This is an optimization exercise on Yosys and OpenROAD, whose aim is small area and a short achievable clock period, not a production implementation. Only simulation tests tie the RTL to the original design; equivalence was not proved. Power is estimated from default activity; no workload was simulated.

File: config.mk
export PLATFORM = sky130hd
export DESIGN_NAME = rv_core
export DESIGN_NICKNAME = rv_core
export VERILOG_FILES = /design/flow/design.v
export SDC_FILE = /design/flow/constraint.sdc
export NUM_CORES = 4
export LEC_CHECK = 0
export CAP_MARGIN = 20
export CORE_MARGIN = 2
export CORE_UTILIZATION = 45
export SETUP_SLACK_MARGIN = 2.5
export SLEW_MARGIN = 20
export SYNTH_HIERARCHICAL = 1
File: constraint.sdc
create_clock -name core_clock -period 11.0 [get_ports {clk}]
set_input_delay 2.2000 -clock core_clock [delete_from_list [all_inputs] [get_ports {clk}]]
set_output_delay 2.2000 -clock core_clock [all_outputs]
set_load 0.01 [all_outputs]
File: design.v
package rv_isa_pkg;
  localparam int XLEN = 32;
  typedef logic [XLEN-1:0] word_t;
  typedef logic [31:0]     insn_t;
  typedef logic [4:0]      reg_addr_t;
  typedef logic [6:0]      opcode_t;
  localparam opcode_t OP_LUI     = 7'b01_101_11;
  localparam opcode_t OP_AUIPC   = 7'b00_101_11;
  localparam opcode_t OP_BRANCH  = 7'b11_000_11;
  localparam opcode_t OP_REG_IMM = 7'b00_100_11;
  localparam opcode_t OP_REG_REG = 7'b01_100_11;
  localparam opcode_t OP_ENVIRON = 7'b11_100_11;
  localparam logic [2:0] F3_ADD  = 3'b000;
  localparam logic [2:0] F3_SLL  = 3'b001;
  localparam logic [2:0] F3_SLT  = 3'b010;
  localparam logic [2:0] F3_SLTU = 3'b011;
  localparam logic [2:0] F3_XOR  = 3'b100;
  localparam logic [2:0] F3_SR   = 3'b101;
  localparam logic [2:0] F3_OR   = 3'b110;
  localparam logic [2:0] F3_AND  = 3'b111;
  localparam logic [2:0] F3_BEQ  = 3'b000;
  localparam logic [2:0] F3_BNE  = 3'b001;
  localparam logic [2:0] F3_BLT  = 3'b100;
  localparam logic [2:0] F3_BGE  = 3'b101;
  localparam logic [2:0] F3_BLTU = 3'b110;
  localparam logic [2:0] F3_BGEU = 3'b111;
  localparam logic [6:0] F7_BASE = 7'd0;
  localparam logic [6:0] F7_ALT  = 7'd32;
  localparam word_t INSN_BYTES = 32'd4;
endpackage
package core_ctrl_pkg;
  typedef enum logic [3:0] {
    ADD,
    SUB,
    SLL,
    SLT,
    SLTU,
    XOR,
    SRL,
    SRA,
    OR,
    AND,
    PASS_B
  } alu_op_e;
  typedef enum logic [2:0] {
    NONE,
    EQ,
    NE,
    LT,
    GE,
    LTU,
    GEU
  } branch_e;
endpackage
module rf_nand2 (
  input  logic a, b,
  output logic y
);
  assign y = ~(a & b);
endmodule
module rf_ao8 (
  input  logic [7:0] i_sel,
  input  logic [7:0] i_data,
  output logic       o_y
);
  assign o_y = |(i_sel & i_data);
endmodule
module rf_read_bit (
  input  logic [31:1] i_sel,
  input  logic [31:1] i_data,
  output logic        o_data
);
  logic [3:0]  g;
  logic [1:0]  h_n;
  rf_ao8 u_ao0 (.i_sel (i_sel[8:1]),   .i_data (i_data[8:1]),   .o_y (g[0]));
  rf_ao8 u_ao1 (.i_sel (i_sel[16:9]),  .i_data (i_data[16:9]),  .o_y (g[1]));
  rf_ao8 u_ao2 (.i_sel (i_sel[24:17]), .i_data (i_data[24:17]), .o_y (g[2]));
  rf_ao7 u_ao3 (.i_sel (i_sel[31:25]), .i_data (i_data[31:25]), .o_y (g[3]));
  rf_nor2  u_nor0 (.a (g[0]), .b (g[1]), .y (h_n[0]));
  rf_nor2  u_nor1 (.a (g[2]), .b (g[3]), .y (h_n[1]));
  rf_nand2 u_out  (.a (h_n[0]), .b (h_n[1]), .y (o_data));
endmodule
module rf_read_bit_x (
  input  logic [31:1] i_sel,
  input  logic [31:1] i_data,
  input  logic        i_en,
  input  logic        i_x_n,
  output logic        o_data
);
  logic [3:0]  g;
  logic [1:0]  h_n;
  rf_ao8 u_ao0 (.i_sel (i_sel[8:1]),   .i_data (i_data[8:1]),   .o_y (g[0]));
  rf_ao8 u_ao1 (.i_sel (i_sel[16:9]),  .i_data (i_data[16:9]),  .o_y (g[1]));
  rf_ao8 u_ao2 (.i_sel (i_sel[24:17]), .i_data (i_data[24:17]), .o_y (g[2]));
  rf_ao7 u_ao3 (.i_sel (i_sel[31:25]), .i_data (i_data[31:25]), .o_y (g[3]));
  rf_oai21 u_oa0 (.a1 (g[0]), .a2 (g[1]), .b1 (i_en), .y (h_n[0]));
  rf_oai21 u_oa1 (.a1 (g[2]), .a2 (g[3]), .b1 (i_en), .y (h_n[1]));
  rf_nand3 u_out (.a (h_n[0]), .b (h_n[1]), .c (i_x_n), .y (o_data));
endmodule
module rf_ao7 (
  input  logic [6:0] i_sel,
  input  logic [6:0] i_data,
  output logic       o_y
);
  assign o_y = |(i_sel & i_data);
endmodule
module rf_oai21 (
  input  logic a1, a2, b1,
  output logic y
);
  assign y = ~((a1 | a2) & b1);
endmodule
module rf_nand3 (
  input  logic a, b, c,
  output logic y
);
  assign y = ~(a & b & c);
endmodule
module rf_nor2 (
  input  logic a, b,
  output logic y
);
  assign y = ~(a | b);
endmodule
module rf_read (
  input  logic [31:1]       i_sel,
  input  logic [31:1][31:0] i_regs,
  output logic [31:0]       o_data
);
  for (genvar b = 0; b < 32; b++)
  begin : g_bit
    logic [31:1] col;
    for (genvar r = 1; r < 32; r++)
    begin : g_col
      assign col[r] = i_regs[r][b];
    end
    rf_read_bit u_bit (.i_sel (i_sel), .i_data (col), .o_data (o_data[b]));
  end
endmodule
module rf_read_x (
  input  logic [31:1]       i_sel,
  input  logic [31:1][31:0] i_regs,
  input  logic              i_en,
  input  logic [31:0]       i_x_n,
  output logic [31:0]       o_data
);
  for (genvar b = 0; b < 32; b++)
  begin : g_bit
    logic [31:1] col;
    for (genvar r = 1; r < 32; r++)
    begin : g_col
      assign col[r] = i_regs[r][b];
    end
    rf_read_bit_x u_bit (.i_sel (i_sel), .i_data (col), .i_en (i_en), .i_x_n (i_x_n[b]), .o_data (o_data[b]));
  end
endmodule
module rf_dec (
  input  logic [4:0]  i_addr,
  input  logic [31:1] i_valid,
  output logic [31:1] o_sel
);
  logic [3:0] lo;
  logic [7:0] hi;
  always_comb
  begin
    for (int k = 0; k < 4; k++)
    begin
      lo[k] = i_addr[1:0] == 2'(k);
    end
    for (int k = 0; k < 8; k++)
    begin
      hi[k] = i_addr[4:2] == 3'(k);
    end
  end
  for (genvar i = 1; i < 32; i++)
  begin : g_sel
    rf_and3 u_and (.a (lo[i % 4]), .b (hi[i / 4]), .c (i_valid[i]), .y (o_sel[i]));
  end
endmodule
module rf_and3 (
  input  logic a, b, c,
  output logic y
);
  assign y = a & b & c;
endmodule
module execute (
  input  logic [31:0] i_a,
  input  logic [31:0] i_b,
  input  logic        i_sub,
  input  logic        i_left,
  input  logic        i_arith,
  input  logic        i_sel_add,
  input  logic        i_sel_sll,
  input  logic        i_sel_slt,
  input  logic        i_sel_sltu,
  input  logic        i_sel_xor,
  input  logic        i_sel_sr,
  input  logic        i_sel_or,
  input  logic        i_sel_and,
  input  logic        i_sel_x,
  input  logic [31:0] i_x,
  output logic [31:0] o_result,
  output logic [31:0] o_result_rf,
  output logic        o_eq,
  output logic        o_lt,
  output logic        o_ltu
);
  logic [32:0] sum;
  logic        fill;
  logic [4:0]  s;
  logic [31:0] t3;
  ks_adder adder_inst (
    .i_a    (i_a),
    .i_b    (i_b),
    .i_sub  (i_sub),
    .o_sum  (sum[31:0]),
    .o_cout (sum[32]),
    .o_lt   (o_lt),
    .o_ltu  (o_ltu)
  );
  assign o_eq  = i_a == i_b;
  assign fill = i_arith && !i_left && i_a[31];
  assign s    = i_b[4:0];
  shifter shifter_inst (
    .i_a    (i_a),
    .i_left (i_left),
    .i_fill (fill),
    .i_s    (s),
    .o_y    (t3)
  );
  for (genvar i = 0; i < 32; i++)
  begin : g_res
    logic n_add;
    logic n_sh;
    logic n_oth;
    logic n_cmp;
    ex_nand2 u_add (.a (i_sel_add), .b (sum[i]), .y (n_add));
    ex_aoi22 u_sh  (.a1 (i_sel_sll), .a2 (t3[31-i]), .b1 (i_sel_sr), .b2 (t3[i]), .y (n_sh));
    ex_other u_oth (
      .i_a (i_a[i]), .i_b (i_b[i]), .i_x (i_x[i]),
      .i_sel_xor (i_sel_xor), .i_sel_or (i_sel_or), .i_sel_and (i_sel_and), .i_sel_x (i_sel_x),
      .o_n (n_oth)
    );
    if (i == 0)
    begin : g_cmp
      ex_aoi22 u_cmp (.a1 (i_sel_slt), .a2 (o_lt), .b1 (i_sel_sltu), .b2 (o_ltu), .y (n_cmp));
      ex_nand4 u_out (.a (n_add), .b (n_sh), .c (n_oth), .d (n_cmp), .y (o_result[i]));
      ex_nand4 u_rf  (.a (n_add), .b (n_sh), .c (n_oth), .d (n_cmp), .y (o_result_rf[i]));
    end
    else
    begin : g_nocmp
      ex_nand3 u_out (.a (n_add), .b (n_sh), .c (n_oth), .y (o_result[i]));
      ex_nand3 u_rf  (.a (n_add), .b (n_sh), .c (n_oth), .y (o_result_rf[i]));
    end
  end
endmodule
module sh_mux2i (
  input  logic a0, a1, s,
  output logic y_n
);
  assign y_n = ~(s ? a1 : a0);
endmodule
module shifter (
  input  logic [31:0] i_a,
  input  logic        i_left,
  input  logic        i_fill,
  input  logic [4:0]  i_s,
  output logic [31:0] o_y
);
  logic [5:0][31:0] m;
  for (genvar i = 0; i < 32; i++)
  begin : g_rev
    sh_mux2i u_mux (.a0 (i_a[i]), .a1 (i_a[31-i]), .s (i_left), .y_n (m[0][i]));
  end
  for (genvar k = 1; k < 6; k++)
  begin : g_stage
    logic f;
    assign f = (k % 2 == 1) ? ~i_fill : i_fill;
    for (genvar i = 0; i < 32; i++)
    begin : g_bit
      if (i + (1 << (k - 1)) < 32)
      begin : g_in
        sh_mux2i u_mux (.a0 (m[k-1][i]), .a1 (m[k-1][i + (1 << (k - 1))]), .s (i_s[k-1]), .y_n (m[k][i]));
      end
      else
      begin : g_fill
        sh_mux2i u_mux (.a0 (m[k-1][i]), .a1 (f), .s (i_s[k-1]), .y_n (m[k][i]));
      end
    end
  end
  assign o_y = m[5];
endmodule
module ex_nand2 (
  input  logic a, b,
  output logic y
);
  assign y = ~(a & b);
endmodule
module ex_nand3 (
  input  logic a, b, c,
  output logic y
);
  assign y = ~(a & b & c);
endmodule
module ex_nand4 (
  input  logic a, b, c, d,
  output logic y
);
  assign y = ~(a & b & c & d);
endmodule
module ex_aoi22 (
  input  logic a1, a2, b1, b2,
  output logic y
);
  assign y = ~((a1 & a2) | (b1 & b2));
endmodule
module ex_other (
  input  logic i_a, i_b, i_x,
  input  logic i_sel_xor, i_sel_or, i_sel_and, i_sel_x,
  output logic o_n
);
  assign o_n = ~((i_sel_xor & (i_a ^ i_b)) | (i_sel_or & (i_a | i_b)) | (i_sel_and & i_a & i_b) | (i_sel_x & i_x));
endmodule
module ks_aoi21 (
  input  logic a1, a2, b1,
  output logic y
);
  assign y = ~((a1 & a2) | b1);
endmodule
module ks_oai21 (
  input  logic a1, a2, b1,
  output logic y
);
  assign y = ~((a1 | a2) & b1);
endmodule
module ks_nand2 (
  input  logic a, b,
  output logic y
);
  assign y = ~(a & b);
endmodule
module ks_nor2 (
  input  logic a, b,
  output logic y
);
  assign y = ~(a | b);
endmodule
module ks_inv (
  input  logic a,
  output logic y
);
  assign y = ~a;
endmodule
module ks_xnor2 (
  input  logic a, b,
  output logic y
);
  assign y = ~(a ^ b);
endmodule
module ks_xor2 (
  input  logic a, b,
  output logic y
);
  assign y = a ^ b;
endmodule
module ks_and2 (
  input  logic a, b,
  output logic y
);
  assign y = a & b;
endmodule
module ks_pg (
  input  logic a, b, sub,
  output logic p, g
);
  logic bs;
  ks_xor2 u_bs (.a (b), .b (sub), .y (bs));
  ks_xor2 u_p  (.a (a), .b (bs), .y (p));
  ks_and2 u_g  (.a (a), .b (bs), .y (g));
endmodule
module ks_pg0 (
  input  logic a, b, sub,
  output logic p, g
);
  logic bs;
  assign bs = b ^ sub;
  assign p  = a ^ bs;
  assign g  = (a & bs) | (p & sub);
endmodule
module ks_adder (
  input  logic [31:0] i_a,
  input  logic [31:0] i_b,
  input  logic        i_sub,
  output logic [31:0] o_sum,
  output logic        o_cout,
  output logic        o_lt,
  output logic        o_ltu
);
  logic [5:0][31:0] gg;
  logic [5:0][31:0] pp;
  for (genvar i = 0; i < 32; i++)
  begin : g_pg
    if (i == 0)
    begin : g_b0
      ks_pg0 u_pg (.a (i_a[i]), .b (i_b[i]), .sub (i_sub), .p (pp[0][i]), .g (gg[0][i]));
    end
    else
    begin : g_bn
      ks_pg u_pg (.a (i_a[i]), .b (i_b[i]), .sub (i_sub), .p (pp[0][i]), .g (gg[0][i]));
    end
  end
  for (genvar l = 1; l < 6; l++)
  begin : g_lvl
    localparam int D = 1 << (l - 1);
    for (genvar i = 0; i < 32; i++)
    begin : g_bit
      if (i >= D)
      begin : g_node
        if (l % 2 == 1)
        begin : g_inv
          ks_aoi21 u_g (.a1 (pp[l-1][i]), .a2 (gg[l-1][i-D]), .b1 (gg[l-1][i]), .y (gg[l][i]));
          if (i >= 2 * D)
          begin : g_p
            ks_nand2 u_p (.a (pp[l-1][i]), .b (pp[l-1][i-D]), .y (pp[l][i]));
          end
          else
          begin : g_np
            assign pp[l][i] = 1'b1;
          end
        end
        else
        begin : g_true
          ks_oai21 u_g (.a1 (pp[l-1][i]), .a2 (gg[l-1][i-D]), .b1 (gg[l-1][i]), .y (gg[l][i]));
          if (i >= 2 * D)
          begin : g_p
            ks_nor2 u_p (.a (pp[l-1][i]), .b (pp[l-1][i-D]), .y (pp[l][i]));
          end
          else
          begin : g_np
            assign pp[l][i] = 1'b0;
          end
        end
      end
      else
      begin : g_pass
        ks_inv u_g (.a (gg[l-1][i]), .y (gg[l][i]));
        assign pp[l][i] = (l % 2 == 1) ? 1'b1 : 1'b0;
      end
    end
  end
  assign o_sum[0] = pp[0][0] ^ i_sub;
  for (genvar i = 1; i < 32; i++)
  begin : g_sum
    ks_xnor2 u_s (.a (pp[0][i]), .b (gg[5][i-1]), .y (o_sum[i]));
  end
  assign o_cout = ~gg[5][31];
  ks_xnor2 u_lt (.a (pp[0][31]), .b (gg[5][31]), .y (o_lt));
  assign o_ltu = gg[5][31];
endmodule
module rv_core #(
  parameter logic [31:0] RESET_PC = '0,
  parameter int          NUM_REGS = 32
) (
  input  logic        clk,
  input  logic        rst,
  input  logic [31:0] i_insn,
  output logic [31:0] o_pc,
  output logic        o_halt,
  output logic        o_wb_en,
  output logic [4:0]  o_wb_rd,
  output logic [31:0] o_wb_data
);
  logic [6:0]  opcode;
  logic [2:0]  funct3;
  logic [6:0]  funct7;
  logic        is_lui;
  logic        is_auipc;
  logic        is_opimm;
  logic        is_op;
  logic        is_branch;
  logic        is_system;
  logic        f7_zero;
  logic        f7_alt;
  logic        arith_ok;
  logic        halt;
  logic [31:0] imm_i;
  logic [31:0] imm_b;
  logic [31:0] imm_u;
  logic [31:0] pc_imm;
  logic [31:0] pc_sum;
  logic [31:0] pc_inc;
  logic [31:1][31:0] rf_regs;
  logic [31:1]       rf_valid;
  logic [31:1]       rf_we;
  logic [31:1]       rf_sel1;
  logic [31:1]       rf_sel2;
  logic [31:0]       imm_x_n;
  logic [31:0]       wb_data_rf;
  logic [31:0] rs1_data;
  logic [31:0] op_b;
  logic        sub;
  logic        alu;
  logic [31:0] x;
  logic        eq;
  logic        lt;
  logic        ltu;
  logic        cond;
  logic        taken;
  assign opcode = i_insn[6:0];
  assign funct3 = i_insn[14:12];
  assign funct7 = i_insn[31:25];
  assign is_lui    = opcode == 7'b0110111;
  assign is_auipc  = opcode == 7'b0010111;
  assign is_opimm  = opcode == 7'b0010011;
  assign is_op     = opcode == 7'b0110011;
  assign is_branch = opcode == 7'b1100011;
  assign is_system = opcode == 7'b1110011;
  assign f7_zero  = funct7 == 7'b0000000;
  assign f7_alt   = funct7 == 7'b0100000;
  assign arith_ok = (is_op || (funct3[1:0] == 2'b01)) ?
                    (f7_zero || (f7_alt && ((funct3 == 3'b101) || (is_op && (funct3 == 3'b000))))) :
                    1'b1;
  assign halt      = is_system && (i_insn[31:7] == 25'b0);
  assign o_halt    = halt && !rst;
  assign o_wb_en   = !rst && (is_lui || is_auipc || ((is_opimm || is_op) && arith_ok));
  assign o_wb_rd   = i_insn[11:7];
  assign imm_i = {{20{i_insn[31]}}, i_insn[31:20]};
  assign imm_b = {{19{i_insn[31]}}, i_insn[31], i_insn[7], i_insn[30:25], i_insn[11:8], 1'b0};
  assign imm_u = {i_insn[31:12], 12'b0};
  assign pc_imm = is_branch ? imm_b : imm_u;
  ks_adder pc_adder (
    .i_a    (o_pc),
    .i_b    (pc_imm),
    .i_sub  (1'b0),
    .o_sum  (pc_sum),
    .o_cout (),
    .o_lt   (),
    .o_ltu  ()
  );
  assign pc_inc = {o_pc[31:2] + 30'd1, o_pc[1:0]};
  always_comb
  begin
    for (int i = 1; i < 32; i++)
    begin
      rf_we[i]   = o_wb_en && (o_wb_rd == 5'(i));
    end
  end
  always_ff @(posedge clk)
  begin
    if (rst)
    begin
      rf_valid <= '0;
    end
    else
    begin
      rf_valid <= rf_valid | rf_we;
    end
  end
  always_ff @(posedge clk)
  begin
    for (int i = 1; i < 32; i++)
    begin
      if (rf_we[i])
      begin
        rf_regs[i] <= wb_data_rf;
      end
    end
  end
  rf_dec rf_dec1 (.i_addr (i_insn[19:15]), .i_valid (rf_valid), .o_sel (rf_sel1));
  rf_dec rf_dec2 (.i_addr (i_insn[24:20]), .i_valid (rf_valid), .o_sel (rf_sel2));
  assign imm_x_n = ~({32{is_opimm}} & imm_i);
  rf_read rf_read1 (.i_sel (rf_sel1), .i_regs (rf_regs), .o_data (rs1_data));
  rf_read_x rf_read2 (.i_sel (rf_sel2), .i_regs (rf_regs), .i_en (!is_opimm), .i_x_n (imm_x_n), .o_data (op_b));
  assign sub = is_branch || (funct3[2:1] == 2'b01) || (is_op && funct7[5] && (funct3 == 3'b000));
  assign alu = is_opimm || is_op;
  assign x   = is_lui ? imm_u : pc_sum;
  execute execute_inst (
    .i_a        (rs1_data),
    .i_b        (op_b),
    .i_sub      (sub),
    .i_left     (!funct3[2]),
    .i_arith    (funct7[5]),
    .i_sel_add  (alu && (funct3 == 3'b000)),
    .i_sel_sll  (alu && (funct3 == 3'b001)),
    .i_sel_slt  (alu && (funct3 == 3'b010)),
    .i_sel_sltu (alu && (funct3 == 3'b011)),
    .i_sel_xor  (alu && (funct3 == 3'b100)),
    .i_sel_sr   (alu && (funct3 == 3'b101)),
    .i_sel_or   (alu && (funct3 == 3'b110)),
    .i_sel_and  (alu && (funct3 == 3'b111)),
    .i_sel_x    (is_lui || is_auipc),
    .i_x        (x),
    .o_result   (o_wb_data),
    .o_result_rf (wb_data_rf),
    .o_eq       (eq),
    .o_lt       (lt),
    .o_ltu      (ltu)
  );
  assign cond  = funct3[2] ? (funct3[1] ? ltu : lt) : (!funct3[1] && eq);
  assign taken = is_branch && (funct3[2:1] != 2'b01) && (cond ^ funct3[0]);
  always_ff @(posedge clk)
  begin
    if (rst)
    begin
      o_pc <= RESET_PC;
    end
    else if (taken)
    begin
      o_pc <= pc_sum;
    end
    else if (!halt)
    begin
      o_pc <= pc_inc;
    end
  end
endmodule
File: flow/run.sh
#!/bin/bash
# The standard layout, with two changes: the port buffers are buf_4 cells
# (instead of the delay-buffer cell buffer_ports picks by default), and
# repair may swap a cell for one of another footprint.
set -euo pipefail
bash standard.sh 'BUFFER_PORTS_ARGS=-buffer_cell sky130_fd_sc_hd__buf_4' MATCH_CELL_FOOTPRINT=0 finish > standard.log 2>&1
File: standard.sh
#!/bin/bash
# synth_recipe.tcl (not shown) runs the flow's synth.tcl, then flattens the netlist and writes it again
# the make line also repeats each setting of config.mk as NAME=value (left out here)
make -C /OpenROAD-flow-scripts/flow DESIGN_CONFIG=/design/flow/config.mk WORK_HOME=/design/flow/orfs CLKGATE_MAP_FILE= SYNTH_SCRIPT=/design/flow/synth_recipe.tcl "${@:-finish}"
==> impl_results.md, run 1 <==
* Status: timing/DRC/antenna clean
* Placed cells at about 6,300
* Placer Congestion at between 1 and 1.5
* Finished Core Util at 0.5627
* Crit path DAT at approximately 6400 ps
* Share of cells above drive strength 1 at 0.2797
* Slew HR at 0.2416
* Drt wl/cell at about 36 um
* Critical path's largest stage delay at 360 ps
* Area grow syn2layout at 24.00%
* Total CTS buffers at 109
* CP startpoint: i_insn[23]
* Clk pwr share at 0.449
* Power Density at between 100 and 150 mW/mm2
* Row count at 127
* Clk sink count at between 1,000 and 1,500
* First-pass GRT wire length at about 330,000 um
* Via count at approximately 47,000
* Dpl ws at 1319 ps
* Start of the worst register-to-register path: rf_valid[24]
* Root Buffer: clkbuf_16
* Least-Margin Pin Slew at approximately 1100 ps
* Global route overflow at 0
* Max cap viols at 0
* Internal at 6654 uW
* DR DRC count at 0
* Final Cycle Share at 0.7800
* Comb pwr share at 0.045
* Clock buffer depth at 3
* Cts hold-fix bufs at 0
* Worst skew pair latency at around 790 ps
* Leakage at 0.02124 uW
* Final worst slack at between 2000 and 2500 ps
* Maximum VDD drop at ~0.14 mV
* Hold/Removal Path Class: reg -> reg
* # port buffers at about 100
* DP HPWL at ~150,000 um
* Clk pin slew, worst setup/hold paths at approximately 50 ps
* Commonest non-fill, non-tap cell in the layout: edfxtp_1
* Switching part of the total power at 0.2235
* Total Power at ~8600 uW
* Final Skew at between 60 and 70 ps
* Final Setup Violations at 0
* Critical-path top delay cell: o21ai_4
* Startpoint Class: input pin
* Die Y at 351.8 um
* Final slew viol count at 0
* Setup slack, reg-to-reg at around 5000 ps
* Crit path required time at 8800 ps
* Final ANT Viol Nets at 0
* CTS tree: done
* Initial Utilization at 0.4538
* Fmax at 116.5 MHz
* Gate count after technology mapping at about 4,400
* Most frequent cells in the layout: edfxtp_1 (992), a22oi_1 (890), buf_4 (400)
* Crit path cell chain: buf_6, and3b_2, and3_2, buf_8, a22oi_1, nand4_1, o21ai_4, nand3_4, xor2_2, xor2_2, a21oi_2, o21ai_2, a21oi_2, o21ai_2, a21oi_4, xnor2_2, a22oi_2, nand4_1, buf_4
* Number of top-level pins at about 110
* First-pass detailed-route iteration total at 10
* Vias in the first global route at 43,340
* CTS H-Tree Depth at 3
* Vias/cell at roughly 7.1
* Die area at around 0.12 mm2
* Initial DRC count at 8,393
* Min cycle time layout at ~8600 ps
* Hold Vio Cnt, Final at 0
* Reg2Reg Capture Point: o_pc[29]
* Final TNS setup at 0 ps
* Critical Path Fanout Max at 32
* Seq pwr share at 0.506
* CP endpoint kind: output pin
* Core footprint at between 0.1 and 0.15 mm2
* GR Util All Layers at 0.3763
* Type of the worst setup path: in -> out
* Switching power at between 1500 and 2000 uW
* Avg Inst Size Synth at 12.29 um2
* Largest net degree at the start of global routing at 64
* Cell area after synthesis at around 0.054 mm2
* Final nets at just over 5,000
* Final WL at ~240,000 um
* Antenna violations before repair at 11
* R2R depth at 20
* Worst Setup EP: o_wb_data[0]
* Layout Cells excl Fill at around 6,700
* Chip Width at 351.8 um
* FILL cells at between 9,000 and 10,000
* Yosys warning count at 8
* RSZ-0062 raised after global routing: yes
-- worst min-delay path by stage --
stage / start / to / slack, ps / cells past startpoint
finish: rf_valid[21] / rf_valid[21] / 480 / 2
global route: rf_valid[3] / rf_valid[3] / 510 / 1
CTS: rf_valid[21] / rf_valid[21] / 480 / 2
detailed placement: rf_valid[15] / rf_valid[15] / 450 / 2
global placement: rf_valid[16] / rf_valid[16] / 440 / 2
floorplan: rf_valid[10] / rf_valid[10] / 430 / 2
-- what timing repair did --
action / CTS / global route
pin swaps: 86 / 126
buffers inserted: 74 / 107
endpoints found under the setup margin: 32 / 32
hold endpoints to repair: 0 / 0
gates cloned: 25 / 2
resized for setup: 430 / 212
-- layout make-up --
class | instances | area (um2) | area share
Tap cell | 1612 | 2017 | 0.02987
Clock buffer | 125 | 2809 | 0.04161
Multi-Input combinational cell | 3205 | 26450 | 0.3917
Timing Repair Buffer | 448 | 3771 | 0.05586
Sequential cell | 1055 | 31050 | 0.4599
Antenna cell | 4 | 10.01 | 0.0001483
Inverter | 141 | 531.8 | 0.007876
Clock inverter | 78 | 879.6 | 0.01303
-- layer usage --
metal	track usage	vias to the layer above	part of all wire
met4	0.2314	6	0.071
met1	0.4993	23570	0.38
met2	0.5565	3618	0.43
met5	0	-	0.00013
li1	-	19250	-
met3	0.09167	698	0.12
-- stage by stage --
step,instance area (um2),hold WS (ps)
2_1_floorplan,54940,430.8
4_1_cts,65430,479.9
3_3_place_gp,58800,444.6
5_1_grt,67500,506.6
6_report,67510,482.6
3_5_place_dp,58810,452.3
-- registers in the layout, summed over array words and instances, names as in the netlist --
register	cells
rf_valid	31
rf_regs	992
o_pc	32
-- critical path, delay by kind of cell --
kind	cells	cell delay (ps)
buffers and inverters	3	590
XOR/XNOR	3	610
AO/OA/AOI/OAI	8	1730
AND/OR/NAND/NOR	5	1200
-- power groups by stage --
stage | Combinational (uW) | Clock, uW | Sequential (uW)
after floorplan | 166 | 0 | 4420
after global placement | 280 | 0 | 4420
after detailed placement | 281 | 0 | 4420
after CTS | 337 | 3870 | 4340
after global routing | 393 | 4020 | 4340
final | 381 | 3850 | 4340
==> run 2: changes to the inputs <==
--- a/design.v
+++ b/design.v
@@ -216,9 +216,9 @@
     .o_sum  (sum[31:0]),
     .o_cout (sum[32]),
     .o_lt   (o_lt),
-    .o_ltu  (o_ltu)
+    .o_eq   (o_eq)
   );
-  assign o_eq  = i_a == i_b;
+  assign o_ltu = ~sum[32];
   assign fill = i_arith && !i_left && i_a[31];
   assign s    = i_b[4:0];
   shifter shifter_inst (
@@ -243,7 +243,7 @@
     );
     if (i == 0)
     begin : g_cmp
-      ex_aoi22 u_cmp (.a1 (i_sel_slt), .a2 (o_lt), .b1 (i_sel_sltu), .b2 (o_ltu), .y (n_cmp));
+      ex_cmp u_cmp (.i_sel_slt (i_sel_slt), .i_lt (o_lt), .i_sel_sltu (i_sel_sltu), .i_cout (sum[32]), .o_n (n_cmp));
       ex_nand4 u_out (.a (n_add), .b (n_sh), .c (n_oth), .d (n_cmp), .y (o_result[i]));
       ex_nand4 u_rf  (.a (n_add), .b (n_sh), .c (n_oth), .d (n_cmp), .y (o_result_rf[i]));
     end
@@ -351,41 +351,28 @@
 );
   assign y = ~a;
 endmodule
-module ks_xnor2 (
-  input  logic a, b,
-  output logic y
-);
-  assign y = ~(a ^ b);
-endmodule
 module ks_xor2 (
   input  logic a, b,
   output logic y
 );
   assign y = a ^ b;
 endmodule
-module ks_and2 (
-  input  logic a, b,
-  output logic y
-);
-  assign y = a & b;
-endmodule
 module ks_pg (
   input  logic a, b, sub,
-  output logic p, g
+  output logic g_n, t_n, px
 );
   logic bs;
-  ks_xor2 u_bs (.a (b), .b (sub), .y (bs));
-  ks_xor2 u_p  (.a (a), .b (bs), .y (p));
-  ks_and2 u_g  (.a (a), .b (bs), .y (g));
+  ks_xor2  u_bs (.a (b), .b (sub), .y (bs));
+  ks_nand2 u_g  (.a (a), .b (bs), .y (g_n));
+  ks_nor2  u_t  (.a (a), .b (bs), .y (t_n));
+  ks_xor2  u_p  (.a (a), .b (bs), .y (px));
 endmodule
 module ks_pg0 (
   input  logic a, b, sub,
-  output logic p, g
+  output logic g_n, px
 );
-  logic bs;
-  assign bs = b ^ sub;
-  assign p  = a ^ bs;
-  assign g  = (a & bs) | (p & sub);
+  assign px  = a ^ b ^ sub;
+  assign g_n = ~(sub ? (a | ~b) : (a & b));
 endmodule
 module ks_adder (
   input  logic [31:0] i_a,
@@ -394,20 +381,16 @@
   output logic [31:0] o_sum,
   output logic        o_cout,
   output logic        o_lt,
-  output logic        o_ltu
+  output logic        o_eq
 );
   logic [5:0][31:0] gg;
-  logic [5:0][31:0] pp;
-  for (genvar i = 0; i < 32; i++)
+  logic [5:0][31:0] tt;
+  logic [31:0]      px;
+  ks_pg0 u_pg0 (.a (i_a[0]), .b (i_b[0]), .sub (i_sub), .g_n (gg[0][0]), .px (px[0]));
+  assign tt[0][0] = 1'b1;
+  for (genvar i = 1; i < 32; i++)
   begin : g_pg
-    if (i == 0)
-    begin : g_b0
-      ks_pg0 u_pg (.a (i_a[i]), .b (i_b[i]), .sub (i_sub), .p (pp[0][i]), .g (gg[0][i]));
-    end
-    else
-    begin : g_bn
-      ks_pg u_pg (.a (i_a[i]), .b (i_b[i]), .sub (i_sub), .p (pp[0][i]), .g (gg[0][i]));
-    end
+    ks_pg u_pg (.a (i_a[i]), .b (i_b[i]), .sub (i_sub), .g_n (gg[0][i]), .t_n (tt[0][i]), .px (px[i]));
   end
   for (genvar l = 1; l < 6; l++)
   begin : g_lvl
@@ -417,45 +400,51 @@
       if (i >= D)
       begin : g_node
         if (l % 2 == 1)
-        begin : g_inv
-          ks_aoi21 u_g (.a1 (pp[l-1][i]), .a2 (gg[l-1][i-D]), .b1 (gg[l-1][i]), .y (gg[l][i]));
+        begin : g_true
+          ks_oai21 u_g (.a1 (tt[l-1][i]), .a2 (gg[l-1][i-D]), .b1 (gg[l-1][i]), .y (gg[l][i]));
           if (i >= 2 * D)
-          begin : g_p
-            ks_nand2 u_p (.a (pp[l-1][i]), .b (pp[l-1][i-D]), .y (pp[l][i]));
+          begin : g_t
+            ks_nor2 u_t (.a (tt[l-1][i]), .b (tt[l-1][i-D]), .y (tt[l][i]));
           end
           else
-          begin : g_np
-            assign pp[l][i] = 1'b1;
+          begin : g_nt
+            assign tt[l][i] = 1'b0;
           end
         end
         else
-        begin : g_true
-          ks_oai21 u_g (.a1 (pp[l-1][i]), .a2 (gg[l-1][i-D]), .b1 (gg[l-1][i]), .y (gg[l][i]));
+        begin : g_inv
+          ks_aoi21 u_g (.a1 (tt[l-1][i]), .a2 (gg[l-1][i-D]), .b1 (gg[l-1][i]), .y (gg[l][i]));
           if (i >= 2 * D)
-          begin : g_p
-            ks_nor2 u_p (.a (pp[l-1][i]), .b (pp[l-1][i-D]), .y (pp[l][i]));
+          begin : g_t
+            ks_nand2 u_t (.a (tt[l-1][i]), .b (tt[l-1][i-D]), .y (tt[l][i]));
           end
           else
-          begin : g_np
-            assign pp[l][i] = 1'b0;
+          begin : g_nt
+            assign tt[l][i] = 1'b1;
           end
         end
       end
       else
       begin : g_pass
         ks_inv u_g (.a (gg[l-1][i]), .y (gg[l][i]));
-        assign pp[l][i] = (l % 2 == 1) ? 1'b1 : 1'b0;
+        assign tt[l][i] = (l % 2 == 1) ? 1'b0 : 1'b1;
       end
     end
   end
-  assign o_sum[0] = pp[0][0] ^ i_sub;
+  assign o_sum[0] = px[0] ^ i_sub;
   for (genvar i = 1; i < 32; i++)
   begin : g_sum
-    ks_xnor2 u_s (.a (pp[0][i]), .b (gg[5][i-1]), .y (o_sum[i]));
+    ks_xor2 u_s (.a (px[i]), .b (gg[5][i-1]), .y (o_sum[i]));
   end
-  assign o_cout = ~gg[5][31];
-  ks_xnor2 u_lt (.a (pp[0][31]), .b (gg[5][31]), .y (o_lt));
-  assign o_ltu = gg[5][31];
+  assign o_cout = gg[5][31];
+  ks_xor2 u_lt (.a (px[31]), .b (gg[5][31]), .y (o_lt));
+  assign o_eq = &px;
+endmodule
+module ex_cmp (
+  input  logic i_sel_slt, i_lt, i_sel_sltu, i_cout,
+  output logic o_n
+);
+  assign o_n = ~((i_sel_slt & i_lt) | (i_sel_sltu & ~i_cout));
 endmodule
 module rv_core #(
   parameter logic [31:0] RESET_PC = '0,
@@ -535,7 +524,7 @@
     .o_sum  (pc_sum),
     .o_cout (),
     .o_lt   (),
-    .o_ltu  ()
+    .o_eq   ()
   );
   assign pc_inc = {o_pc[31:2] + 30'd1, o_pc[1:0]};
   always_comb
--- a/config.mk
+++ b/config.mk
@@ -8,6 +8,7 @@
 export CAP_MARGIN = 20
 export CORE_MARGIN = 2
 export CORE_UTILIZATION = 45
-export SETUP_SLACK_MARGIN = 2.5
+export CTS_BUF_LIST = sky130_fd_sc_hd__clkbuf_8
+export SETUP_SLACK_MARGIN = 2.8
 export SLEW_MARGIN = 20
 export SYNTH_HIERARCHICAL = 1
==> run 2 against run 1 <==
  * Still clean on timing, DRC and antenna
  * Cell count is 2.5% higher
  * First-iteration DRC count up 1.0%
  * Global-route usage barely moved
  * Final area is 0.72% higher
  * Power decreased by 7.3%
  * Die area shrank 0.64%
  * Via count rose by 1.8%
  * Routed wire length fell by 0.96%
  * Clock power is 17% lower
  * Hold slack barely moved
  * Register-to-register slack barely moved
==> impl_results.md, run 2 <==
* Status: timing/DRC/antenna clean (unchanged)
* Most flops, register: rf_regs (unchanged)
* Setup slack, reg-to-reg at 5020 ps (was 5030 ps)
* Delay-heaviest family, CP: simple AND/OR/NAND/NOR gates (was compound AO/OA/AOI/OAI gates)
* DP HPWL at 146,900 um (was 149,400 um)
* Min cycle time layout at 8422 ps (was 8580 ps)
* Hold/Removal Path Class: reg -> reg (unchanged)
* Crit path required time at 8800 ps (about the same)
* Via count at 47,970 (was 47,140)
* Power Density at 116.8 mW/mm2 (was 126.9 mW/mm2)
* CP startpoint: i_insn[16] (was i_insn[23])
* Final ANT Viol Nets at 0 (unchanged)
* Die area at 0.1230 mm2 (was 0.1238 mm2)
* Max cap viols at 0 (unchanged)
* Number of top-level pins at 105 (unchanged)
* Clk pin slew, worst setup/hold paths at 60 ps (was 50 ps)
* Worst path bufs/invs at 4 (was 3)
* Critical Path Fanout Max at 31 (was 32)
* Row count at 127 (unchanged)
* Antenna violations before repair at 7 (was 11)
* Final WL at 238,000 um (was 240,300 um)
* Finished Core Util at 0.5683 (was 0.5627)
* Total Power at 7946 uW (was 8569 uW)
* R2R depth at 18 (was 20)
* CP dominant cell by count: mux2i_1
* Clock buffer depth at 3 (unchanged)
* Type of the worst setup path: in -> out (unchanged)
* Area grow syn2layout at 25.70% (was 24.00%)
* WP depth at 18 (was 19)
* Maximum VDD drop at 0.1204 mV (was 0.1419 mV)
* Final Setup Violations at 0 (unchanged)
* Slew HR at 0.2256 (was 0.2416)
* Vias in the first global route at 44,650 (was 43,340)
* Commonest non-fill, non-tap cell in the layout: edfxtp_1 (unchanged)
* Clk sink count at 1,055 (unchanged)
* Drt wl/cell at 34.82 um (was 36.04 um)
* First-pass detailed-route iteration total at 12 (was 10)
* Total CTS buffers at 173 (was 109)
* Placed inst area at 0.05834 mm2 (was 0.05881 mm2)
* RSZ-0062 raised after global routing: yes (unchanged)
* Root Buffer: clkbuf_8 (was clkbuf_16)
* CTS tree: done (unchanged)
* Final nets at 5,151 (was 5,027)
* # port buffers at 104 (unchanged)
* Final hold slack at 482.5 ps (was 482.6 ps)
* Largest register FFs at 992 (unchanged)
* Comb pwr share at 0.050 (was 0.045)
* Startpoint Class: input pin (unchanged)
* Internal at 6069 uW (was 6654 uW)
* DR DRC count at 0 (unchanged)
* Crit path DAT at 6220 ps (was 6380 ps)
* Cell area after synthesis at 0.05410 mm2 (was 0.05445 mm2)
* CP endpoint kind: output pin (unchanged)
* Die Y at 350.7 um (was 351.8 um)
* Switching power at 1876 uW (was 1915 uW)
* Final TNS setup at 0 ps (unchanged)
* Fmax at 118.7 MHz (was 116.5 MHz)
* Design area at 0.06800 mm2 (was 0.06751 mm2)
* GR Util All Layers at 0.3758 (was 0.3763)
* Final Cycle Share at 0.7656 (was 0.7800)
* Start of the worst register-to-register path: rf_valid[17] (was rf_valid[24])
* Critical-path top delay cell: nor2_4 (was o21ai_4)
* Placer Congestion at 1.026 (was 1.007)
* Yosys warning count at 8 (unchanged)
* Initial DRC count at 8,481 (was 8,393)
* Critical path's largest stage delay at 440 ps (was 360 ps)
* Share of cells above drive strength 1 at 0.3020 (was 0.2797)
* Cts hold-fix bufs at 0 (unchanged)
* Largest net degree at the start of global routing at 64 (unchanged)
* Vias/cell at 7.019 (was 7.069)
* Worst skew pair latency at 890 ps (was 790 ps)
* Reg2Reg Capture Point: o_pc[28] (was o_pc[29])
* Leakage at 0.02188 uW (was 0.02124 uW)
* CTS H-Tree Depth at 4 (was 3)
* Initial Utilization at 0.4521 (was 0.4538)
* First-pass GRT wire length at 327,800 um (was 327,200 um)
* Least-Margin Pin Slew at 1162 ps (was 1138 ps)
* Final Skew at 35.35 ps (was 66.41 ps)
* Most frequent cells in the layout: edfxtp_1 (992), a22oi_1 (882), buf_4 (394) (was edfxtp_1 (992), a22oi_1 (890), buf_4 (400))
* Core footprint at 0.1197 mm2 (was 0.1200 mm2)
* Gate count after technology mapping at 4,460 (was 4,429)
* Avg Inst Size Synth at 12.13 um2 (was 12.29 um2)
* Final slew viol count at 0 (unchanged)
* Worst Setup EP: o_wb_data[30] (was o_wb_data[0])
* Switching part of the total power at 0.2361 (was 0.2235)
* Chip Width at 350.7 um (was 351.8 um)
* Crit path cell chain: buf_4, nor2b_4, and3_1, clkbuf_8, a22oi_1, nand4_1, nor2_4, nand2_8, mux2i_4, mux2i_1, mux2i_1, buf_4, mux2i_2, mux2i_1, mux2i_1, a22oi_2, nand3_2, buf_4 (was buf_6, and3b_2, and3_2, buf_8, a22oi_1, nand4_1, o21ai_4, nand3_4, xor2_2, xor2_2, a21oi_2, o21ai_2, a21oi_2, o21ai_2, a21oi_4, xnor2_2, a22oi_2, nand4_1, buf_4)
* Largest registers: rf_regs x992, o_pc x32, rf_valid x31 (unchanged)
* Hold Vio Cnt, Final at 0 (unchanged)
* Seq pwr share at 0.546 (was 0.506)
* Global route overflow at 0 (unchanged)
* Clk pwr share at 0.404 (was 0.449)
run 2: metal layers:
metal	global-route usage	vias to the layer above	share of wire	wire length [um]
met5	0.004710	-	0.00068	161
met3	0.1119	827	0.13	31220
met1	0.4749	23780	0.36	84960
met2	0.5527	3789	0.43	101700
li1	-	19560	-	-
met4	0.2640	10	0.084	19960
run 2: power groups by stage:
stage	clock (uW)	sequential, uW	combinational [uW]
after floorplan	0	4420	164
after global placement	0	4420	278
after detailed placement	0	4420	277
after CTS	3240	4340	342
after global routing	3410	4340	411
final	3210	4340	398
run 2: worst min-delay path, stage by stage, from the launching register on:
cell	delay [ps]
dfxtp_1	340
nand2_1	60
o41ai_1	50
run 2: through the flow:
stage | setup slack (ps) | instances
floorplan | 2196 | 4495
global placement | 1459 | 6294
detailed placement | 1424 | 6294
CTS | 2787 | 6745
global route | 2606 | 6830
finish | 2578 | 6835
run 2: final cells by class:
cell class | count | area (um2)
Timing Repair inverter | 1 | 5.005
Clock buffer | 179 | 2464
Multi-Input combinational cell | 3226 | 26810
Sequential cell | 1055 | 31050
Antenna cell | 7 | 17.52
Timing Repair Buffer | 484 | 4405
Clock inverter | 128 | 674.4
Fill cell | 9869 | 51650
Inverter | 143 | 556.8
Tap cell | 1612 | 2017
run 2: what timing repair did:
action	in CTS	in global routing
endpoints found under the hold margin	0	0
pin swaps	153	170
cloned	23	6
setup endpoints to repair	32	32
setup buffers	121	76
gates resized for setup	655	332
run 2: worst min-delay path by stage:
stage,startpoint,endpoint,slack [ps],cells after the start
finish,rf_valid[16],rf_valid[16],480,2
global route,rf_valid[12],rf_valid[12],490,2
CTS,rf_valid[15],rf_valid[15],470,2
detailed placement,rf_valid[15],rf_valid[15],450,2
global placement,rf_valid[31],rf_valid[31],440,2
floorplan,rf_valid[10],rf_valid[10],430,2
==> run 3: changes to the inputs <==
--- a/design.v
+++ b/design.v
@@ -446,6 +446,65 @@
 );
   assign o_n = ~((i_sel_slt & i_lt) | (i_sel_sltu & ~i_cout));
 endmodule
+module ks_adder20 (
+  input  logic [19:0] i_a,
+  input  logic [19:0] i_b,
+  output logic [19:0] o_sum
+);
+  logic [5:0][19:0] gg;
+  logic [5:0][19:0] tt;
+  logic [19:0]      px;
+  for (genvar i = 0; i < 20; i++)
+  begin : g_pg
+    ks_nand2 u_g (.a (i_a[i]), .b (i_b[i]), .y (gg[0][i]));
+    ks_nor2  u_t (.a (i_a[i]), .b (i_b[i]), .y (tt[0][i]));
+    ks_xor2  u_p (.a (i_a[i]), .b (i_b[i]), .y (px[i]));
+  end
+  for (genvar l = 1; l < 6; l++)
+  begin : g_lvl
+    localparam int D = 1 << (l - 1);
+    for (genvar i = 0; i < 20; i++)
+    begin : g_bit
+      if (i >= D)
+      begin : g_node
+        if (l % 2 == 1)
+        begin : g_true
+          ks_oai21 u_g (.a1 (tt[l-1][i]), .a2 (gg[l-1][i-D]), .b1 (gg[l-1][i]), .y (gg[l][i]));
+          if (i >= 2 * D)
+          begin : g_t
+            ks_nor2 u_t (.a (tt[l-1][i]), .b (tt[l-1][i-D]), .y (tt[l][i]));
+          end
+          else
+          begin : g_nt
+            assign tt[l][i] = 1'b0;
+          end
+        end
+        else
+        begin : g_inv
+          ks_aoi21 u_g (.a1 (tt[l-1][i]), .a2 (gg[l-1][i-D]), .b1 (gg[l-1][i]), .y (gg[l][i]));
+          if (i >= 2 * D)
+          begin : g_t
+            ks_nand2 u_t (.a (tt[l-1][i]), .b (tt[l-1][i-D]), .y (tt[l][i]));
+          end
+          else
+          begin : g_nt
+            assign tt[l][i] = 1'b1;
+          end
+        end
+      end
+      else
+      begin : g_pass
+        ks_inv u_g (.a (gg[l-1][i]), .y (gg[l][i]));
+        assign tt[l][i] = (l % 2 == 1) ? 1'b0 : 1'b1;
+      end
+    end
+  end
+  assign o_sum[0] = px[0];
+  for (genvar i = 1; i < 20; i++)
+  begin : g_sum
+    ks_xor2 u_s (.a (px[i]), .b (gg[5][i-1]), .y (o_sum[i]));
+  end
+endmodule
 module rv_core #(
   parameter logic [31:0] RESET_PC = '0,
   parameter int          NUM_REGS = 32
@@ -475,8 +534,8 @@
   logic [31:0] imm_i;
   logic [31:0] imm_b;
   logic [31:0] imm_u;
-  logic [31:0] pc_imm;
-  logic [31:0] pc_sum;
+  logic [19:0] auipc_hi;
+  logic [31:0] br_target;
   logic [31:0] pc_inc;
   logic [31:1][31:0] rf_regs;
   logic [31:1]       rf_valid;
@@ -516,16 +575,12 @@
   assign imm_i = {{20{i_insn[31]}}, i_insn[31:20]};
   assign imm_b = {{19{i_insn[31]}}, i_insn[31], i_insn[7], i_insn[30:25], i_insn[11:8], 1'b0};
   assign imm_u = {i_insn[31:12], 12'b0};
-  assign pc_imm = is_branch ? imm_b : imm_u;
-  ks_adder pc_adder (
-    .i_a    (o_pc),
-    .i_b    (pc_imm),
-    .i_sub  (1'b0),
-    .o_sum  (pc_sum),
-    .o_cout (),
-    .o_lt   (),
-    .o_eq   ()
+  ks_adder20 auipc_adder (
+    .i_a   (o_pc[31:12]),
+    .i_b   (i_insn[31:12]),
+    .o_sum (auipc_hi)
   );
+  assign br_target = o_pc + imm_b;
   assign pc_inc = {o_pc[31:2] + 30'd1, o_pc[1:0]};
   always_comb
   begin
@@ -562,7 +617,7 @@
   rf_read_x rf_read2 (.i_sel (rf_sel2), .i_regs (rf_regs), .i_en (!is_opimm), .i_x_n (imm_x_n), .o_data (op_b));
   assign sub = is_branch || (funct3[2:1] == 2'b01) || (is_op && funct7[5] && (funct3 == 3'b000));
   assign alu = is_opimm || is_op;
-  assign x   = is_lui ? imm_u : pc_sum;
+  assign x   = is_lui ? imm_u : {auipc_hi, o_pc[11:0]};
   execute execute_inst (
     .i_a        (rs1_data),
     .i_b        (op_b),
@@ -595,7 +650,7 @@
     end
     else if (taken)
     begin
-      o_pc <= pc_sum;
+      o_pc <= br_target;
     end
     else if (!halt)
     begin
--- a/config.mk
+++ b/config.mk
@@ -9,6 +9,6 @@
 export CORE_MARGIN = 2
 export CORE_UTILIZATION = 45
 export CTS_BUF_LIST = sky130_fd_sc_hd__clkbuf_8
-export SETUP_SLACK_MARGIN = 2.8
+export SETUP_SLACK_MARGIN = 2.5
 export SLEW_MARGIN = 20
 export SYNTH_HIERARCHICAL = 1
==> run 3 against run 2 <==
  * Still clean
  * Clock-buffer cell count is 5 lower
  * Sequential power hardly changed
  * Hold slack better by 2.1 ps
  * Synthesized cell count is 2.1% lower
  * Combinational power is 46% lower
  * Utilization is 3.4 points lower
  * Largest power group unchanged
==> impl_results.md, run 3 <==
* EDFF count, synth at slightly below 1,000
* Flops & latches, synth at 1,054
* Cell area after synthesis at 0.05340 mm2 (was 0.05410 mm2)
* Leakage at 0.02057 uW (was 0.02188 uW)
* Synth cell count leaders: edfxtp_1 (992), a22oi_1 (896), nor2_1 (321)
* Register area at 0.03103 mm2 (was 0.03105 mm2)
* Critical Path Fanout Max at 18 (was 31)
* Total CTS buffers at 170 (was 173)
* Final slew viol count at 0 (unchanged)
* Placer Congestion at 1.025 (was 1.026)
* First-pass GRT wire length at 315,200 um (was 327,800 um)
* Commonest non-fill, non-tap cell in the layout: edfxtp_1 (unchanged)
* Area grow syn2layout at 18.00% (was 25.70%)
* Switching part of the total power at 0.2293 (was 0.2361)
* Clk sink count at 1,054 (was 1,055)
* Hold/Removal Path Class: reg -> reg (unchanged)
* Vias in the first global route at 42,860 (was 44,650)
* Reg2Reg Capture Point: o_pc[28] (unchanged)
* Most frequent cells in the layout: edfxtp_1 (992), a22oi_1 (894), buf_4 (303) (was edfxtp_1 (992), a22oi_1 (882), buf_4 (394))
* # port buffers at 103 (was 104)
* Root Buffer: clkbuf_8 (unchanged)
* Multi-input combinational cell area at 0.02359 mm2 (was 0.02681 mm2)
* Final Setup Violations at 0 (unchanged)
* Seq pwr share at 0.567 (was 0.546)
* Startpoint Class: input pin (unchanged)
* Initial Utilization at 0.4529 (was 0.4521)
* Number of top-level pins at 105 (unchanged)
* Chip Width at 348.5 um (was 350.7 um)
* Type of the worst setup path: in -> out (unchanged)
* Final TNS setup at 0 ps (unchanged)
* GR Util All Layers at 0.3670 (was 0.3758)
* Row count at 126 (was 127)
* Crit path required time at 8800 ps (about the same)
* Least-Margin Pin Slew at 1106 ps (was 1162 ps)
* Setup slack, reg-to-reg at 5310 ps (was 5020 ps)
* Fmax at 117.5 MHz (was 118.7 MHz)
* Most flops, register: rf_regs (unchanged)
* Antenna violations before repair at 8 (was 7)
* Hold Vio Cnt, Final at 0 (unchanged)
* Clk pwr share at 0.405 (was 0.404)
* Largest registers: rf_regs x992, o_pc x31, rf_valid x31 (was rf_regs x992, o_pc x32, rf_valid x31)
* Clock buffer depth at 3 (unchanged)
* Largest register FFs at 992 (unchanged)
* DR DRC count at 0 (unchanged)
* CTS tree: done (unchanged)
* Design area at 0.06302 mm2 (was 0.06800 mm2)
* Most frequent cell after synthesis: edfxtp_1
* Die Y at 348.5 um (was 350.7 um)
* Main synth FF type: edfxtp_1
* Drt wl/cell at 35.29 um (was 34.82 um)
* Final ANT Viol Nets at 0 (unchanged)
* Internal at 5891 uW (was 6069 uW)
* CTS H-Tree Depth at 4 (unchanged)
* R2R depth at 22 (was 18)
* Final worst slack at 2492 ps (was 2578 ps)
* Yosys cell types at 71
* Comb pwr share at 0.028 (was 0.050)
* Power Density at 121.3 mW/mm2 (was 116.8 mW/mm2)
* Core footprint at 0.1179 mm2 (was 0.1197 mm2)
* Final hold slack at 484.7 ps (was 482.5 ps)
* Initial DRC count at 7,428 (was 8,481)
* Final nets at 4,911 (was 5,151)
* Final Cycle Share at 0.7734 (was 0.7656)
* Crit path DAT at 6310 ps (was 6220 ps)
* Min cycle time layout at 8508 ps (was 8422 ps)
* Hold Crit Depth at 2 (unchanged)
* Ys async rst share at 0
* Hold path endpoint: rf_valid[22] (was rf_valid[16])
* Max cap viols at 0 (unchanged)
* Maximum VDD drop at 0.1251 mV (was 0.1204 mV)
* Global route overflow at 0 (unchanged)
* Avg Inst Size Synth at 12.23 um2 (was 12.13 um2)
* First-pass detailed-route iteration total at 10 (was 12)
* Slew HR at 0.2562 (was 0.2256)
* Worst skew pair latency at 930 ps (was 890 ps)
* Dpl ws at 1338 ps (was 1424 ps)
* Hold_sp: rf_valid[22] (was rf_valid[16])
* DP HPWL at 149,500 um (was 146,900 um)
* Leading post-synthesis cells by cell area: edfxtp_1 (56%), a22oi_1 (13%), mux2i_1 (3.7%)
* Placed inst area at 0.05768 mm2 (was 0.05834 mm2)
* Post-synth top area share at 0.5578
* Switching power at 1753 uW (was 1876 uW)
* FILL cells at 10,140 (was 9,869)
* Yosys warning count at 8 (unchanged)
* Vias/cell at 7.057 (was 7.019)
* Largest area contributor in the netlist: edfxtp_1
* Via count at 45,760 (was 47,970)
* Final WL at 228,900 um (was 238,000 um)
* Sequential share of the synthesized area at 0.5810
* Final Skew at 76.36 ps (was 35.35 ps)
* Share of cells above drive strength 1 at 0.2183 (was 0.3020)
* Gate count after technology mapping at 4,366 (was 4,460)
* CP endpoint kind: output pin (unchanged)
* Die area at 0.1214 mm2 (was 0.1230 mm2)
* Start of the worst register-to-register path: rf_valid[20] (was rf_valid[17])
* RSZ-0062 raised after global routing: yes (unchanged)
* Status: timing/DRC/antenna clean (unchanged)
* Largest net degree at the start of global routing at 69 (was 64)
* Clk pin slew, worst setup/hold paths at 60 ps (about the same)
[run 3: power by group through the flow]
stage | Combinational, uW | Clock [uW] | Sequential (uW)
floorplan | 112 | 0 | 4410
global placement | 192 | 0 | 4420
detailed placement | 192 | 0 | 4420
CTS | 200 | 3120 | 4330
global route | 225 | 3300 | 4330
finish | 214 | 3100 | 4330
[run 3: worst max-delay path by stage]
stage | from | endpoint | slack (ps) | depth (start not counted)
after floorplan | i_insn[1] | o_wb_data[0] | 2600 | 17
after global placement | i_insn[20] | o_wb_data[11] | 1350 | 17
after detailed placement | i_insn[20] | o_wb_data[11] | 1340 | 17
after CTS | i_insn[20] | o_wb_data[0] | 2500 | 19
after global routing | i_insn[24] | o_wb_data[22] | 2360 | 18
final | i_insn[20] | o_wb_data[23] | 2490 | 19
[run 3: final cells by class]
| cell class | instances | share of cell area |
|---|---|---|
| multi-input combinational | 3094 | 0.3743 |
| timing repair buffer | 348 | 0.04612 |
| clock buffer | 174 | 0.03800 |
| clock inverter | 127 | 0.009630 |
| inverter | 145 | 0.008717 |
| sequential | 1054 | 0.4924 |
| antenna | 7 | 0.0002780 |
| tap | 1536 | 0.03050 |
[run 3: worst max-delay path, cell delays in order]
cell,delay (ps)
buf_4,160
and2_2,290
and3_1,290
buf_4,270
a22oi_1,200
nand4_1,170
o21ai_2,390
nand3_4,250
xor2_2,230
nor2_1,300
o21ai_1,240
a21oi_2,210
o21ai_1,150
a21oi_2,140
o21ai_2,100
xor2_1,250
nand2_1,140
nand3_1,140
buf_4,130
[run 3: timing repair]
item / in CTS / in global routing
hold buffers: 0 / 0
resized for setup: 258 / 198
setup endpoints to repair: 32 / 32
cloned: 1 / 0
buffers inserted: 14 / 27
pin swaps: 21 / 57
[run 3: per-module statistics from Yosys (local to each module, per instance), a selection]
module / flops+latches / cells
ks_adder: 0 / 12
rf_ao7: 0 / 4
rf_and3: 0 / 1
ex_other: 0 / 6
execute: 0 / 2
ks_xor2: 0 / 1
rv_core: 1054 / 1677
ks_nand2: 0 / 1
[run 3: kinds of logic (layout without fill, tap and decap cells)]
logic type	Yosys count	in the layout	synth area share
flops	1054	1054	0.5810
buf+inv	220	794	0.01823
other cells	1	9	0.00007022
simple gates	1148	1149	0.1050
xor+xnor	167	167	0.02767
fa+ha+maj	64	64	0.01514
mux	215	215	0.04077
compound gates	1497	1497	0.2121
[run 3: metrics by stage]
step / cells / power (uW) / util
finish: 6485 / 7644 / 0.5344
global route: 6483 / 7853 / 0.5343
floorplan: 4367 / 4527 / -
global placement: 6135 / 4608 / 0.4891
CTS: 6451 / 7654 / 0.5241
detailed placement: 6135 / 4608 / 0.4891
[run 3: routing by layer]
metal	vias to the layer above	wire [um]	part of all wire	GRT usage
met5	-	214	0.00094	0.004002
met4	4	16730	0.073	0.2414
met3	676	28930	0.13	0.1099
met2	3560	99080	0.43	0.5466
met1	22690	83890	0.37	0.4636
li1	18840	-	-	-
==> run 4: changes to the inputs <==
==> config.mk (replaced) <==
export PLATFORM = sky130hd
export DESIGN_NAME = rv_core
export DESIGN_NICKNAME = rv_core
export VERILOG_FILES = /design/flow/design.v
export SDC_FILE = /design/flow/constraint.sdc
export NUM_CORES = 4
export LEC_CHECK = 0
export CAP_MARGIN = 10
export CORE_MARGIN = 2
export CORE_UTILIZATION = 45
export CTS_BUF_LIST = sky130_fd_sc_hd__clkbuf_16
export CTS_CLUSTER_DIAMETER = 100
export CTS_CLUSTER_SIZE = 20
export SETUP_SLACK_MARGIN = 2.4
export SLEW_MARGIN = 10
export SYNTH_HIERARCHICAL = 1
==> run 4 against run 3 <==
  * Still clean on timing, DRC and antenna
  * Sequential power is essentially flat
  * Critical path depth unchanged
  * Clock-buffer cell count down 115
  * First-iteration DRC count rose by 9.6%
  * Largest cell class unchanged
  * Largest power group unchanged
==> impl_results.md, run 4 <==
* CP startpoint: i_insn[24] (was i_insn[20])
* # port buffers at 103 (unchanged)
* Final Skew at 56.30 ps (was 76.36 ps)
* Most frequent cell after synthesis: edfxtp_1 (unchanged)
* Root Buffer: clkbuf_16 (was clkbuf_8)
* Core footprint at 0.1179 mm2 (unchanged)
* Placer Congestion at 1.073 (was 1.025)
* GR Util All Layers at 0.3505 (was 0.3670)
* Post-synth top area share at 0.5578 (unchanged)
* First-pass detailed-route iteration total at 13 (was 10)
* Global route overflow at 0 (unchanged)
* EDFF count, synth at 992 (unchanged)
* Main synth FF type: edfxtp_1 (unchanged)
* FILL cells at 10,120 (was 10,140)
* Via count at 44,940 (was 45,760)
* Synth cell count leaders: edfxtp_1 (992), a22oi_1 (896), nor2_1 (321) (unchanged)
* Fmax at 115.4 MHz (was 117.5 MHz)
* Largest net degree at the start of global routing at 69 (unchanged)
* Delay-heaviest family, CP: simple AND/OR/NAND/NOR gates (unchanged)
* Yosys cell types at 71 (unchanged)
* Die Y at 348.5 um (unchanged)
* Layout Cells excl Fill at 6,235 (was 6,485)
* Type of the worst setup path: in -> out (unchanged)
* Largest area contributor in the netlist: edfxtp_1 (unchanged)
* Final WL at 223,800 um (was 228,900 um)
* Clk sink count at 1,054 (unchanged)
* Die area at 0.1214 mm2 (unchanged)
* CTS tree: done (unchanged)
* Clock buffer depth at 3 (unchanged)
* Share of cells above drive strength 1 at 0.1919 (was 0.2183)
* Min cycle time layout at 8665 ps (was 8508 ps)
* Ys async rst share at 0 (unchanged)
* Worst path bufs/invs at 3 (unchanged)
* Hold/Removal Path Class: reg -> reg (unchanged)
* Final Setup Violations at 0 (unchanged)
* Worst skew pair latency at 740 ps (was 930 ps)
* RSZ-0062 raised after global routing: yes (unchanged)
* Maximum VDD drop at 0.1323 mV (was 0.1251 mV)
* Clk pin slew, worst setup/hold paths at 90 ps (was 60 ps)
* Register area at 0.03103 mm2 (unchanged)
* Gate count after technology mapping at 4,366 (unchanged)
* CTS H-Tree Depth at 2 (was 4)
* Number of top-level pins at 105 (unchanged)
* Area grow syn2layout at 14.71% (was 18.00%)
* Setup slack, reg-to-reg at 4710 ps (was 5310 ps)
* Slew HR at 0.2035 (was 0.2562)
* Leading post-synthesis cells by cell area: edfxtp_1 (56%), a22oi_1 (13%), mux2i_1 (3.7%) (unchanged)
* Leakage at 0.01956 uW (was 0.02057 uW)
* Crit path DAT at 6470 ps (was 6310 ps)
* Cts hold-fix bufs at 0 (unchanged)
* Avg Inst Size Synth at 12.23 um2 (unchanged)
* Worst Setup EP: o_wb_data[18] (was o_wb_data[23])
* Row count at 126 (unchanged)
* Max cap viols at 0 (unchanged)
* Vias in the first global route at 41,640 (was 42,860)
* R2R depth at 20 (was 22)
* Critical Path Fanout Max at 16 (was 18)
* CP endpoint kind: output pin (unchanged)
* Drt wl/cell at 35.89 um (was 35.29 um)
* Final slew viol count at 0 (unchanged)
* Chip Width at 348.5 um (unchanged)
* Final nets at 4,757 (was 4,911)
* Reg2Reg Capture Point: o_pc[26] (was o_pc[28])
* WP depth at 19 (unchanged)
* Crit path required time at 8800 ps (about the same)
* Final TNS setup at 0 ps (unchanged)
* Critical path's largest stage delay at 570 ps (was 390 ps)
* Cell area after synthesis at 0.05340 mm2 (unchanged)
* Flops & latches, synth at 1,054 (unchanged)
* Most flops, register: rf_regs (unchanged)
* Final Cycle Share at 0.7877 (was 0.7734)
* Multi-input combinational cell area at 0.02363 mm2 (was 0.02359 mm2)
* Commonest non-fill, non-tap cell in the layout: edfxtp_1 (unchanged)
* Crit path cell chain: buf_4, nor3b_4, buf_4, and3_2, a22oi_1, nand4_1, o21ai_1, nand3_4, xor2_2, nand2_1, o21ai_1, a21oi_2, o21ai_1, a21oi_2, o21ai_2, xor2_1, nand2_1, nand3_1, buf_4 (was buf_4, and2_2, and3_1, buf_4, a22oi_1, nand4_1, o21ai_2, nand3_4, xor2_2, nor2_1, o21ai_1, a21oi_2, o21ai_1, a21oi_2, o21ai_2, xor2_1, nand2_1, nand3_1, buf_4)
* Most frequent cells in the layout: edfxtp_1 (992), a22oi_1 (894), buf_4 (268) (was edfxtp_1 (992), a22oi_1 (894), buf_4 (303))
* Status: timing/DRC/antenna clean (unchanged)
* Power Density at 111.6 mW/mm2 (was 121.3 mW/mm2)
* Largest registers: rf_regs x992, o_pc x31, rf_valid x31 (unchanged)
* Startpoint Class: input pin (unchanged)
* Start of the worst register-to-register path: rf_valid[19] (was rf_valid[20])
* Initial Utilization at 0.4529 (unchanged)
* First-pass GRT wire length at 305,700 um (was 315,200 um)
* Critical-path top delay cell: and3_2 (was o21ai_2)
* Yosys warning count at 8 (unchanged)
* DR DRC count at 0 (unchanged)
* DP HPWL at 145,000 um (was 149,500 um)
* Antenna violations before repair at 6 (was 8)
* Sequential share of the synthesized area at 0.5810 (unchanged)
* Placed cells at 6,092 (was 6,135)
* Least-Margin Pin Slew at 1192 ps (was 1106 ps)
* Initial DRC count at 8,142 (was 7,428)
* Total CTS buffers at 59 (was 170)
* Final ANT Viol Nets at 0 (unchanged)
* Vias/cell at 7.207 (was 7.057)
* Hold Vio Cnt, Final at 0 (unchanged)
* Largest register FFs at 992 (unchanged)
## run 4: cell counts after synthesis
Identical to the previous run, type by type.
## run 4: worst min-delay path by stage
stage	cells past startpoint	end	startpoint	slack, ps
after floorplan	2	rf_valid[10]	rf_valid[10]	450
after global placement	2	rf_valid[16]	rf_valid[16]	460
after global routing	2	rf_valid[16]	rf_valid[16]	520
after detailed placement	2	rf_valid[22]	rf_valid[22]	470
final	2	rf_valid[30]	rf_valid[30]	500
after CTS	2	rf_valid[28]	rf_valid[28]	500
## run 4: cells by family after synthesis
kind of cell,synth area share
simple gates,0.1050
flops,0.5810
buf+inv,0.01823
fa+ha+maj,0.01514
xor+xnor,0.02767
other cells,0.00007022
compound gates,0.2121
mux,0.04077
## run 4: per-layer routing
metal	track usage	wire, um
met2	0.5263	96290
met1	0.4610	82840
met4	0.2047	15540
met5	0	92
met3	0.08804	29000
## run 4: per-module statistics from Yosys (local to each module, per instance), excerpt
module / flops+latches / cells inside
rv_core: 1054 / 1677
shifter: 0 / 33
ks_adder: 0 / 12
rf_ao7: 0 / 4
ex_cmp: 0 / 2
sh_mux2i: 0 / 1
ks_xor2: 0 / 1
ks_adder20: 0 / 1
ex_nand4: 0 / 1
ks_oai21: 0 / 1
rf_nand3: 0 / 1
ks_inv: 0 / 1
rf_nand2: 0 / 1
rf_nor2: 0 / 1
ks_nor2: 0 / 1
## run 4: area by class of cell
class / count / share of cell area
antenna: 3 / 0.0001226
tap: 1536 / 0.03137
multi-input combinational: 3102 / 0.3858
timing repair buffer: 296 / 0.04001
inverter: 145 / 0.009028
sequential: 1054 / 0.5065
timing repair inverter: 1 / 0.00008170
clock buffer: 59 / 0.02410
clock inverter: 39 / 0.002921
## run 4: report_power, final
part	leakage (uW)	switching (uW)	internal [uW]
Combinational	0.00998	155	71.3
Sequential	0.00865	4.01	4320
Clock	0.000925	1310	974
## run 4: through the flow
| step | instance area, um2 | total power (uW) | hold WS (ps) | setup slack [ps] | util |
|---|---|---|---|---|---|
| after detailed placement | 57340 | 4608 | 474.1 | 1352 | 0.4862 |
| after CTS | 60030 | 6830 | 497.8 | 2401 | 0.5090 |
| final | 61260 | 6834 | 499.5 | 2335 | 0.5195 |
| after floorplan | 53450 | 4527 | 448.4 | 2407 | - |
| after global placement | 57330 | 4608 | 460.3 | 1450 | 0.4862 |
| after global routing | 61250 | 7003 | 521.3 | 2330 | 0.5194 |
## run 4: repair_timing
item / CTS / global route
gates cloned: 4 / 7
pin swaps: 14 / 46
setup endpoints to repair: 32 / 32
gates resized for setup: 233 / 203
setup buffers: 9 / 21
## run 4: worst reg2reg max path, cell delays in order (launching register included)
cell      delay [ps]
dfxtp_1          450
and3_2           350
buf_12           210
a22oi_2          240
nand4_1          460
o21ai_2          460
nand3_4          180
xor2_4           250
xor2_1           470
nand4_1          190
or4_1            600
nor2_1           190
xnor2_1           90
or3_1            370
a211o_1          400
buf_4            260
nand2_2          340
nor3_1            90
a311oi_1         240
o21ai_1          100
a311oi_1         260

-- what the ideal ports hide --
The results above use ideal ports. As a check the final layouts listed here were re-extracted and re-timed, cells and wires unchanged. Step 1: set_driving_cell puts a clkbuf_16 on clk and a buf_2 on each other input, an assumption about the parent block. Step 2 adds t to the input delays and takes it off the output delays; t is the mean of the earliest and latest rising clock arrival at the registers after step 1. Input paths then give back, and output paths get back, about the clock's delay inside the block. Slacks: ideal / step 1 / step 2; pairs: ideal / step 1.
run | t (ns) | setup slack, ns | worst hold slack (ns) | worst setup path at the end | cell pins on the clock port's net
run 1 | 0.835 | 2.420 / 2.376 / 2.376 | 0.483 / 0.483 / 0.483 | input to output | 1
run 2 | 0.960 | 2.578 / 2.465 / 2.465 | 0.483 / 0.483 / 0.483 | input to output | 1
run 3 | 0.958 | 2.492 / 2.428 / 2.428 | 0.485 / 0.485 / 0.485 | input to output | 1
run 4 | 0.787 | 2.335 / 2.303 / 2.303 | 0.499 / 0.499 / 0.499 | input to output | 1
After both steps setup and hold are still met in every run listed. For run 2, which loses most, drivers alone change the setup slack by -0.113 ns; drivers and shift together by -0.113 ns.
